What follows belongs to an exercise in optimizing a design on an open flow for small area, a short achievable clock period and few clock cycles per item; a production flow would make more cautious choices. RTL that was checked went through simulation tests only; none was proved equivalent to the original.

## nn_mac_array
module nn_mac_array #(
    parameter int LANES  = 4,
    parameter int DWIDTH = 16,
    parameter int FRAC   = 8,
    parameter int AWIDTH = 40,
    parameter int CWIDTH = 16
) (
    input  logic                    clk,
    input  logic                    rst_n,
    input  logic                    s_valid,
    output logic                    s_ready,
    input  logic                    s_last,
    input  logic [DWIDTH-1:0]       s_x,
    input  logic [LANES*DWIDTH-1:0] s_w,
    input  logic [LANES*DWIDTH-1:0] s_bias,
    input  logic                    relu_en,
    output logic                    m_valid,
    input  logic                    m_ready,
    output logic [LANES*DWIDTH-1:0] m_data,
    output logic [LANES-1:0]        m_ovf,
    output logic [CWIDTH-1:0]       m_count,
    output logic                    busy
);
Size: ~4800 cells after synthesis, ~690 flip-flops, roughly 240 I/O pins, ~49000 µm² of cells after synthesis.
==> flow/config.mk <==
export PLATFORM = sky130hd
export DESIGN_NAME = nn_mac_array
export DESIGN_NICKNAME = nn_mac_array
export VERILOG_FILES = /design/flow/design.v
export SDC_FILE = /design/flow/constraint.sdc
export NUM_CORES = 4
export LEC_CHECK = 0
export CAP_MARGIN = 20
export CORE_MARGIN = 2
export CORE_UTILIZATION = 40
export CTS_BUF_LIST = sky130_fd_sc_hd__clkbuf_16
export CTS_CLUSTER_DIAMETER = 70
export CTS_CLUSTER_SIZE = 32
export SETUP_SLACK_MARGIN = 4.3
export SLEW_MARGIN = 20
==> flow/constraint.sdc <==
create_clock -name core_clock -period 8.0 [get_ports {clk}]
set_input_delay 1.6000 -clock core_clock [delete_from_list [all_inputs] [get_ports {clk}]]
set_output_delay 1.6000 -clock core_clock [all_outputs]
set_load 0.01 [all_outputs]
standard.sh (not shown) runs the stock make flow with config.mk's settings and CLKGATE_MAP_FILE= SYNTH_SCRIPT=/design/flow/synth_recipe.tcl, a recipe that flattens the netlist after the stock synthesis.
==> flow/flow/run.sh <==
#!/bin/bash
# The standard layout, with the port buffers taken from buf_1 instead of the
# cell buffer_ports picks by default (a larger, slower delay cell). Timing
# repair still resizes any of them that limit timing.
set -euo pipefail
export BUFFER_PORTS_ARGS="-buffer_cell sky130_fd_sc_hd__buf_1"
bash standard.sh > standard.log 2>&1
The first run passed the timing, DRC and antenna checks.
Testbench counts at the start, summed over its fixed seeds: cycles 13,779, items 1,600.
Then changed:
Settings changed: CORE_UTILIZATION 40 to 55, PLACE_DENSITY set to 0.8, SETUP_SLACK_MARGIN 4.3 to 4.2.
Outcome: Final area came out lower by a few percent; area after synthesis stays the same; sequential share of layout area came out higher by 0.91 points; via count came out higher by a few percent; fmax is about the same; clock skew came out lower by 18 ps; die area came out lower by a quarter to a third; wire length came out lower by a few percent.
Then changed:
Settings changed: CORE_UTILIZATION 55 to 65, PLACE_DENSITY 0.8 to 0.9.
What happened:
- via count went up by 5.0%
- synthesized area does not change
Then changed:
Settings changed: CORE_UTILIZATION 65 to 55, PLACE_DENSITY 0.9 to 0.8, SETUP_SLACK_MARGIN 4.2 to 4.1.
After rerunning:
- The new run finished clean
- first-iteration DRC count decreases by 26%
- hold slack gets better by 13 ps
- area after synthesis stays the same

* * *

== oak ==
Starting RTL as in the previous note.
export LEC_CHECK = 0
export CAP_MARGIN = 20
export CORE_MARGIN = 2
export CORE_UTILIZATION = 40
export CTS_BUF_LIST = sky130_fd_sc_hd__clkbuf_16
export CTS_CLUSTER_DIAMETER = 70
export CTS_CLUSTER_SIZE = 32
export GPL_TIMING_DRIVEN = 0
export SETUP_SLACK_MARGIN = 4.2
export SLEW_MARGIN = 20
create_clock -name core_clock -period 8.0 [get_ports {clk}]
Scripts as last shown in full above: flow/flow/run.sh
Testbench counts of oak, summed over its fixed seeds: cycles 13,779, items 1,600.
Modified inputs, pine compared to oak
--- a/flow/config.mk
+++ b/flow/config.mk
@@ -8,9 +8,9 @@
 export CAP_MARGIN = 20
 export CORE_MARGIN = 2
-export CORE_UTILIZATION = 40
+export CORE_UTILIZATION = 55
 export CTS_BUF_LIST = sky130_fd_sc_hd__clkbuf_16
 export CTS_CLUSTER_DIAMETER = 70
 export CTS_CLUSTER_SIZE = 32
-export GPL_TIMING_DRIVEN = 0
-export SETUP_SLACK_MARGIN = 4.2
+export PLACE_DENSITY = 0.8
+export SETUP_SLACK_MARGIN = 4.3
 export SLEW_MARGIN = 20
==> comparison <==
- When pine is set beside oak, its share of cell area taken by flip-flops and latches turns out to be 1.3 points larger.
- Re clock sink total: no difference whatsoever between pine and oak.
- Higher floorplan core area among pine and oak: oak
## Diff of input files: birch against pine
--- a/flow/config.mk
+++ b/flow/config.mk
@@ -8,9 +8,8 @@
 export CAP_MARGIN = 20
 export CORE_MARGIN = 2
-export CORE_UTILIZATION = 55
+export CORE_UTILIZATION = 40
 export CTS_BUF_LIST = sky130_fd_sc_hd__clkbuf_16
 export CTS_CLUSTER_DIAMETER = 70
 export CTS_CLUSTER_SIZE = 32
-export PLACE_DENSITY = 0.8
-export SETUP_SLACK_MARGIN = 4.3
+export SETUP_SLACK_MARGIN = 4.2
 export SLEW_MARGIN = 20
==> comparison <==
pine: no failed stages, no open violations at the end. birch completed; timing, DRC and antenna clean. Against pine, worst max-slew margin expressed relative to the limit in birch came out better. Hold slack, birch and pine, higher one = pine. Number of rows in the core area (birch vs. pine) increases by more than 10%. birch vs. pine: detailed-routed wire length on met3 lost about 20%; critical path depth now sits lower. Run comparison: pine highest-delay cell along the critical path fa_1; birch highest-delay cell along the critical path a31o_4. Between birch and pine, the difference in total inserted antenna cells is negligible.

* * *

## job 2229
Another version of the RTL of nn_mac_array (not shown whole).
Size: ~5100 cells after synthesis, about 240 I/O pins, roughly 0.051 mm² of cells after synthesis.
Design nn_mac_array, start of the top module:
module nn_mac_array #(
    parameter int LANES  = 4,
    parameter int DWIDTH = 16,
    parameter int FRAC   = 8,
    parameter int AWIDTH = 40,
    parameter int CWIDTH = 16
) (
    input  logic                    clk,
    input  logic                    rst_n,
    input  logic                    s_valid,
    output logic                    s_ready,
    input  logic                    s_last,
    input  logic [DWIDTH-1:0]       s_x,
    input  logic [LANES*DWIDTH-1:0] s_w,
    input  logic [LANES*DWIDTH-1:0] s_bias,
    input  logic                    relu_en,
    output logic                    m_valid,
    input  logic                    m_ready,
    output logic [LANES*DWIDTH-1:0] m_data,
    output logic [LANES-1:0]        m_ovf,
    output logic [CWIDTH-1:0]       m_count,
    output logic                    busy
);
Settings: LEC_CHECK=0, CAP_MARGIN=20, CORE_MARGIN=2, CORE_UTILIZATION=40, SETUP_SLACK_MARGIN=4.5, SLEW_MARGIN=20; clock period 8.0 ns.
run.sh (not shown) runs the stock make flow with config.mk's settings and CLKGATE_MAP_FILE= SYNTH_SCRIPT=/design/flow/synth_recipe.tcl, a recipe that flattens the netlist after the stock synthesis.
Stock flow here: none of the scripts above is used.
Job 2229 ended with every stage complete and zero timing, DRC or antenna violations.
Testbench counts of job 2229, summed over its fixed seeds: cycles 13,937, items 1,600.
## Diff of input files: job 2008 against job 2229
- changing SETUP_SLACK_MARGIN from 4.5 to 5
==> notes.md <==
From job 2229 to job 2008 the numbers moved as follows: number of cells in the finished layout apart from fillers saw an increase, combined area of the multi-input logic cells saw an increase, setup clock skew after layout saw an increase, data required time at the worst endpoint saw little to no change, share of the core filled with cells in the final layout saw an increase.
Delta (job 2008 minus job 2229): count of clock-buffer cells in the layout shrank by 7.
From job 2229 to job 2008, port buffer count did not move at all.
Of the two values seen for cell with the largest stage delay on the worst path, fa_2 was produced by job 2229 and or3b_4 by job 2008.
met3 track demand over resource in global routing ends up higher on job 2008.
Setup changes, job 2008 to job 230
- SETUP_SLACK_MARGIN: 5 -> 4.5
==> flow/flow/run.sh (new file) <==
#!/bin/bash
# The standard layout, with the port buffers taken from buf_2 instead of the
# cell buffer_ports picks by default (a slow delay cell).
set -euo pipefail
export BUFFER_PORTS_ARGS="-buffer_cell sky130_fd_sc_hd__buf_2"
bash standard.sh > standard.log 2>&1
==> flow/standard.sh (new file) <==
#!/bin/bash
# synth_recipe.tcl (not shown) runs the flow's synth.tcl, then flattens the netlist and writes it again
# the make line also repeats each setting of config.mk as NAME=value (left out here)
make -C /OpenROAD-flow-scripts/flow DESIGN_CONFIG=/design/flow/config.mk WORK_HOME=/design/flow/orfs CLKGATE_MAP_FILE= SYNTH_SCRIPT=/design/flow/synth_recipe.tcl "${@:-finish}"
removed: flow/run.sh
## What came out
Job 230 closes out successfully: all stages finished, all timing, DRC and antenna checks passed. Every stage of the flow completed for job 2008, and the final layout passed the timing, DRC and antenna checks. Wire length, job 2008 and job 230: lower on job 230. In the tables for job 2008 and job 230, later-pin clock latency in the skew report reads higher with job 2008. The final reports for job 230 and job 2008 show non-filler instance count after layout lower in the former. Per the comparison of job 230 with job 2008, final-layout fill cell count increased by about 16% relative to the old numbers, first-pass GRT wire length -45000 µm. Relative to job 2008, the total non-filler cell area in the finished layout of job 230 is lower by about 17%. From job 2008 to job 230 the numbers moved as follows: number of resized instances in the post-cts repair step fell by 983; core utilization has decreased. When job 230 is measured against job 2008, its pre-CTS worst setup slack turns out 120 ps higher.
Here is what was changed in the inputs of job 2380 compared with job 230.
- removing SETUP_SLACK_MARGIN (formerly 4.5)
==> flow/run.sh (new file) <==
#!/bin/bash
# synth_recipe.tcl (not shown) runs the flow's synth.tcl, then flattens the netlist and writes it again
# the make line also repeats each setting of config.mk as NAME=value (left out here)
make -C /OpenROAD-flow-scripts/flow DESIGN_CONFIG=/design/flow/config.mk WORK_HOME=/design/flow/orfs CLKGATE_MAP_FILE= SYNTH_SCRIPT=/design/flow/synth_recipe.tcl finish
removed: flow/flow/run.sh
removed: flow/standard.sh
==> notes.md <==
Job 2380 went all the way through synthesis, placement and routing and the layout is clean on timing, DRC and antenna. Job 230: flow completed, timing, DRC and antenna clean. Job 230 leaves more setup margin than job 2380. Measured against each other, job 230 and job 2380 differ in count of clock buffers in the final design, the lower figure coming from job 2380. Relative to job 230, vias after detailed routing has gone down in job 2380. [compare] base=job 230 new=job 2380: global-route wire length before repair saw little to no change, final worst hold slack saw a decrease. Job 2380 vs job 230 — count of non-filler cells in the finished layout dropped slightly.

* * *

run 1:
nn_mac_array, a different RTL version from the one above (not shown whole).
For scale: ~240 I/O pins, roughly 0.049 mm² of cells after synthesis.
export LEC_CHECK = 0
export CAP_MARGIN = 20
export CORE_MARGIN = 2
export CORE_UTILIZATION = 60
export PLACE_DENSITY = 0.7
export SETUP_SLACK_MARGIN = 4.2
export SLEW_MARGIN = 20
create_clock -name core_clock -period 8.0 [get_ports {clk}]
Stock flow here: none of the scripts above is used.
Testbench counts of run 1, summed over its fixed seeds: cycles 13,941, items 1,600.
Here is what was changed in the inputs of run 2 compared with run 1.
- setting CTS_CLUSTER_DIAMETER to 60 for the first time
- setting CTS_BUF_LIST to sky130_fd_sc_hd__clkbuf_16 for the first time
- setting CTS_CLUSTER_SIZE to 24 for the first time
- removing PLACE_DENSITY (formerly 0.7)
- changing CORE_UTILIZATION from 60 to 40
==> flow/flow/run.sh (new file) <==
#!/bin/bash
# The standard layout, with the port buffers taken from buf_1 instead of the
# cell buffer_ports picks by default (a larger, slower delay cell). Timing
# repair still resizes any of them that limit timing.
set -euo pipefail
export BUFFER_PORTS_ARGS="-buffer_cell sky130_fd_sc_hd__buf_1"
bash standard.sh > standard.log 2>&1
==> flow/standard.sh (new file) <==
#!/bin/bash
# synth_recipe.tcl (not shown) runs the flow's synth.tcl, then flattens the netlist and writes it again
# the make line also repeats each setting of config.mk as NAME=value (left out here)
make -C /OpenROAD-flow-scripts/flow DESIGN_CONFIG=/design/flow/config.mk WORK_HOME=/design/flow/orfs CLKGATE_MAP_FILE= SYNTH_SCRIPT=/design/flow/synth_recipe.tcl "${@:-finish}"
removed: flow/run.sh
## What came out
- Setup slack in run 2 is larger than in run 1.
- Global-route wire length before repair in run 2 is 7.8 mm above run 1.
- Clock-pin slew reported for the worst setup and hold paths after clock tree synthesis delta (run 2 -> run 1): insignificant
- When run 2 is set beside run 1, its area added between synthesis and finish turns out to be 1.2 points smaller.
- Fmax: run 2 above run 1
- The lower worst-path maximum fanout of run 2 and run 1 is in run 1.
Here is what was changed in the inputs of run 3 compared with run 2.
- changing CTS_CLUSTER_SIZE from 24 to 32
- setting TNS_END_PERCENT to 10 for the first time
- changing CTS_CLUSTER_DIAMETER from 60 to 70
Notes after the runs:
- Summary of run 3 over run 2: total placed instance area comparable; post-DP HPWL now smaller; routed length on met3 now smaller.
- Number of nets in the layout ends up higher on run 2.
- Taking run 2 as the reference point, the wire length of the first global-routing pass of run 3 falls by 0.74%.
- Area growth from synthesis to final layout: run 3 and run 2 compared, lower one is run 3
- Run 3 has completed all stages; timing, DRC and antenna checks passed.
- Taking run 2 as the reference, in run 3 number of buffer and inverter stages on the critical path increased 2; final area fell by 1.3%; number of buffers other than clock buffers in the final layout moved down.
> inputs changed (run 3 -> run 4)
- removing CTS_CLUSTER_SIZE (formerly 32)
- changing SETUP_SLACK_MARGIN from 4.2 to 4.5
- removing CTS_BUF_LIST (formerly sky130_fd_sc_hd__clkbuf_16)
- removing CTS_CLUSTER_DIAMETER (formerly 70)
- removing TNS_END_PERCENT (formerly 10)
==> flow/run.sh (new file) <==
#!/bin/bash
# synth_recipe.tcl (not shown) runs the flow's synth.tcl, then flattens the netlist and writes it again
# the make line also repeats each setting of config.mk as NAME=value (left out here)
make -C /OpenROAD-flow-scripts/flow DESIGN_CONFIG=/design/flow/config.mk WORK_HOME=/design/flow/orfs CLKGATE_MAP_FILE= SYNTH_SCRIPT=/design/flow/synth_recipe.tcl finish
removed: flow/flow/run.sh
removed: flow/standard.sh
### Flow results
Going from run 3 to run 4, routed wire length per instance grew by a few percent. Diff run 3 -> run 4: count of buffers added by post-CTS timing repair for setup climbed 63; total negative setup slack barely changed.

* * *

Another version of the RTL of nn_mac_array (not shown whole).
Size: about 4800 cells after synthesis, ~690 flip-flops, ~240 I/O pins, roughly 0.049 mm^2 of cells after synthesis.
clock: 8.0 ns
lec_check: 0
cap_margin: 20
core_margin: 2
core_utilization: 40
setup_slack_margin: 4.2
slew_margin: 20
Stock flow here: none of the scripts above is used.
Next try:
SETUP_SLACK_MARGIN = 4.5   (was 4.2)
Register-to-register slack improved by 0.02 ns.
Maximum frequency is higher by 0.42%.
Via count is higher by 1.2%.
Sequential share of layout area is lower by 0.86 points.
Die area stays the same.
No run of this note included a check of the RTL's function; only the layout flow was run.

* * *

nn_mac_array with an RTL version that a note above also has.
Size: ~4800 cells after synthesis, roughly 690 flip-flops, about 0.049 mm^2 of cells after synthesis.
==> flow/config.mk <==
export PLATFORM = sky130hd
export DESIGN_NAME = nn_mac_array
export DESIGN_NICKNAME = nn_mac_array
export VERILOG_FILES = /design/flow/design.v
export SDC_FILE = /design/flow/constraint.sdc
export NUM_CORES = 4
export LEC_CHECK = 0
export CAP_MARGIN = 20
export CORE_MARGIN = 2
export CORE_UTILIZATION = 40
export CTS_BUF_LIST = sky130_fd_sc_hd__clkbuf_16
export CTS_CLUSTER_DIAMETER = 70
export CTS_CLUSTER_SIZE = 32
export SETUP_SLACK_MARGIN = 4.0
export SLEW_MARGIN = 20
==> flow/constraint.sdc <==
create_clock -name core_clock -period 8.0 [get_ports {clk}]
set_input_delay 1.6000 -clock core_clock [delete_from_list [all_inputs] [get_ports {clk}]]
set_output_delay 1.6000 -clock core_clock [all_outputs]
set_load 0.01 [all_outputs]
standard.sh (not shown) runs the stock make flow with config.mk's settings and CLKGATE_MAP_FILE= SYNTH_SCRIPT=/design/flow/synth_recipe.tcl, a recipe that flattens the netlist after the stock synthesis.
==> flow/flow/run.sh <==
#!/bin/bash
# The standard layout, with the port buffers taken from buf_1 instead of the
# cell buffer_ports picks by default (a larger, slower delay cell). Timing
# repair still resizes any of them that limit timing.
set -euo pipefail
export BUFFER_PORTS_ARGS="-buffer_cell sky130_fd_sc_hd__buf_1"
bash standard.sh > standard.log 2>&1
Testbench counts at the start, summed over its fixed seeds: cycles 13,941, items 1,600.
Rerun with:
==> flow/run.sh (new file) <==
#!/bin/bash
# synth_recipe.tcl (not shown) runs the flow's synth.tcl, then flattens the netlist and writes it again
# the make line also repeats each setting of config.mk as NAME=value (left out here)
make -C /OpenROAD-flow-scripts/flow DESIGN_CONFIG=/design/flow/config.mk WORK_HOME=/design/flow/orfs CLKGATE_MAP_FILE= SYNTH_SCRIPT=/design/flow/synth_recipe.tcl finish
- CTS_BUF_LIST: sky130_fd_sc_hd__clkbuf_16 -> default
- CTS_CLUSTER_DIAMETER: 70 -> default
- CTS_CLUSTER_SIZE: 32 -> default
- SETUP_SLACK_MARGIN: 4.0 -> 4.2
removed: flow/flow/run.sh
removed: flow/standard.sh
After rerunning:
- global-route usage is higher by 0.43 points
- via count is higher by 1.1%
- wire length is higher by 1.8%
- worst hold slack loses 0.0066 ns
Rerun with:
==> flow/flow/run.sh (new file) <==
#!/bin/bash
# The standard layout, with the port buffers taken from buf_1 instead of the
# cell buffer_ports picks by default (a larger, slower delay cell). Timing
# repair still resizes any of them that limit timing.
set -euo pipefail
export BUFFER_PORTS_ARGS="-buffer_cell sky130_fd_sc_hd__buf_1"
bash standard.sh > standard.log 2>&1
==> flow/standard.sh (new file) <==
#!/bin/bash
# synth_recipe.tcl (not shown) runs the flow's synth.tcl, then flattens the netlist and writes it again
# the make line also repeats each setting of config.mk as NAME=value (left out here)
make -C /OpenROAD-flow-scripts/flow DESIGN_CONFIG=/design/flow/config.mk WORK_HOME=/design/flow/orfs CLKGATE_MAP_FILE= SYNTH_SCRIPT=/design/flow/synth_recipe.tcl "${@:-finish}"
- CTS_BUF_LIST: default -> sky130_fd_sc_hd__clkbuf_16
- CTS_CLUSTER_DIAMETER: default -> 70
- CTS_CLUSTER_SIZE: default -> 32
- SETUP_SLACK_MARGIN: 4.2 -> 4.35
removed: flow/run.sh
Effect:
- non-clock buffer count rises by 47
- wire length falls by 0.67%
- worst setup slack gets better by 0.010 ns
Rerun with:
==> flow/run.sh (new file) <==
#!/bin/bash
# synth_recipe.tcl (not shown) runs the flow's synth.tcl, then flattens the netlist and writes it again
# the make line also repeats each setting of config.mk as NAME=value (left out here)
make -C /OpenROAD-flow-scripts/flow DESIGN_CONFIG=/design/flow/config.mk WORK_HOME=/design/flow/orfs CLKGATE_MAP_FILE= SYNTH_SCRIPT=/design/flow/synth_recipe.tcl finish
- CTS_CLUSTER_DIAMETER: 70 -> 60
- CTS_CLUSTER_SIZE: 32 -> 24
- SETUP_SLACK_MARGIN: 4.35 -> 4.2
removed: flow/flow/run.sh
removed: flow/standard.sh
The changed run completed without violations.
Routed wire length stays flat.
Die area is unchanged.
Worst setup slack gets better by 0.026 ns.
Non-clock buffer count falls by 38.
Global-route usage rises by 0.18 points.
Register-to-register slack gets better by 0.03 ns.
Clock skew falls by 0.013 ns.
Design area rises slightly.
First-iteration DRC count rises slightly.
Synthesized cell count is unchanged.
Rerun with:
- CTS_CLUSTER_DIAMETER: 60 -> 70
- CTS_CLUSTER_SIZE: 24 -> 32
After rerunning: The new run finished clean. Clock-buffer cell count goes down by 22. Routed wire length is about the same.

port drivers added, routing unchanged:
No port has a modelled driver above. Below, the same layouts with a new extraction and two added sets of constraints. Step 1 assumes that a clkbuf_16 drives the clock port and a buf_2 every other input. Step 2 also shifts input and output timing later by t, the mid clock arrival at the registers, as if the neighbouring blocks saw the same clock. Three values: ideal ports, drivers, drivers and shift; two values: the first two.
run	t (ns)	setup WS [ns]	worst setup path after step 2	worst slew at a driven data input, ns
the first run of note 1	0.758	4.223 / 4.179 / 3.830	input to register	0.14
the second run of note 1	0.700	4.232 / 4.226 / 3.840	input to register	0.12
the third run of note 1	0.704	4.207 / 4.207 / 3.756	input to register	0.16
the fourth run of note 1	0.701	4.159 / 4.159 / 3.651	input to register	0.11
oak	0.756	4.161 / 4.161 / 3.610	input to register	0.15
pine	0.704	4.250 / 4.250 / 4.015	input to register	0.11
birch	0.754	4.207 / 4.160 / 3.718	input to register	0.14
job 2229	0.764	4.471 / 4.471 / 3.908	input to register	0.11
job 2008	0.789	4.334 / 4.334 / 4.110	input to register	0.20
job 230	0.758	4.368 / 4.368 / 3.949	input to register	0.09
job 2380	0.761	3.514 / 3.514 / 3.514	register to register	0.12
run 1	0.692	4.190 / 4.190 / 3.852	input to register	0.11
run 2	0.710	4.249 / 4.249 / 4.131	input to register	0.11
run 3	0.763	4.157 / 4.157 / 4.099	input to register	0.11
run 4	0.761	4.308 / 4.308 / 4.012	input to register	0.11
the first run of note 5	0.715	4.268 / 4.268 / 3.689	input to register	0.07
the second run of note 5	0.716	4.284 / 4.284 / 3.928	input to register	0.12
the first run of note 6	0.762	4.108 / 4.108 / 4.106	input to register	0.12
the second run of note 6	0.725	4.248 / 4.248 / 3.841	input to register	0.13
the third run of note 6	0.753	4.259 / 4.259 / 4.163	input to register	0.11
the fourth run of note 6	0.724	4.285 / 4.285 / 3.869	input to register	0.12
the fifth run of note 6	0.758	4.281 / 4.281 / 3.693	input to register	0.16
After both steps setup and hold are still met in every run listed. For the fifth run of note 6, which loses most, drivers alone change the setup slack by 0.000 ns; drivers and shift together by -0.588 ns.
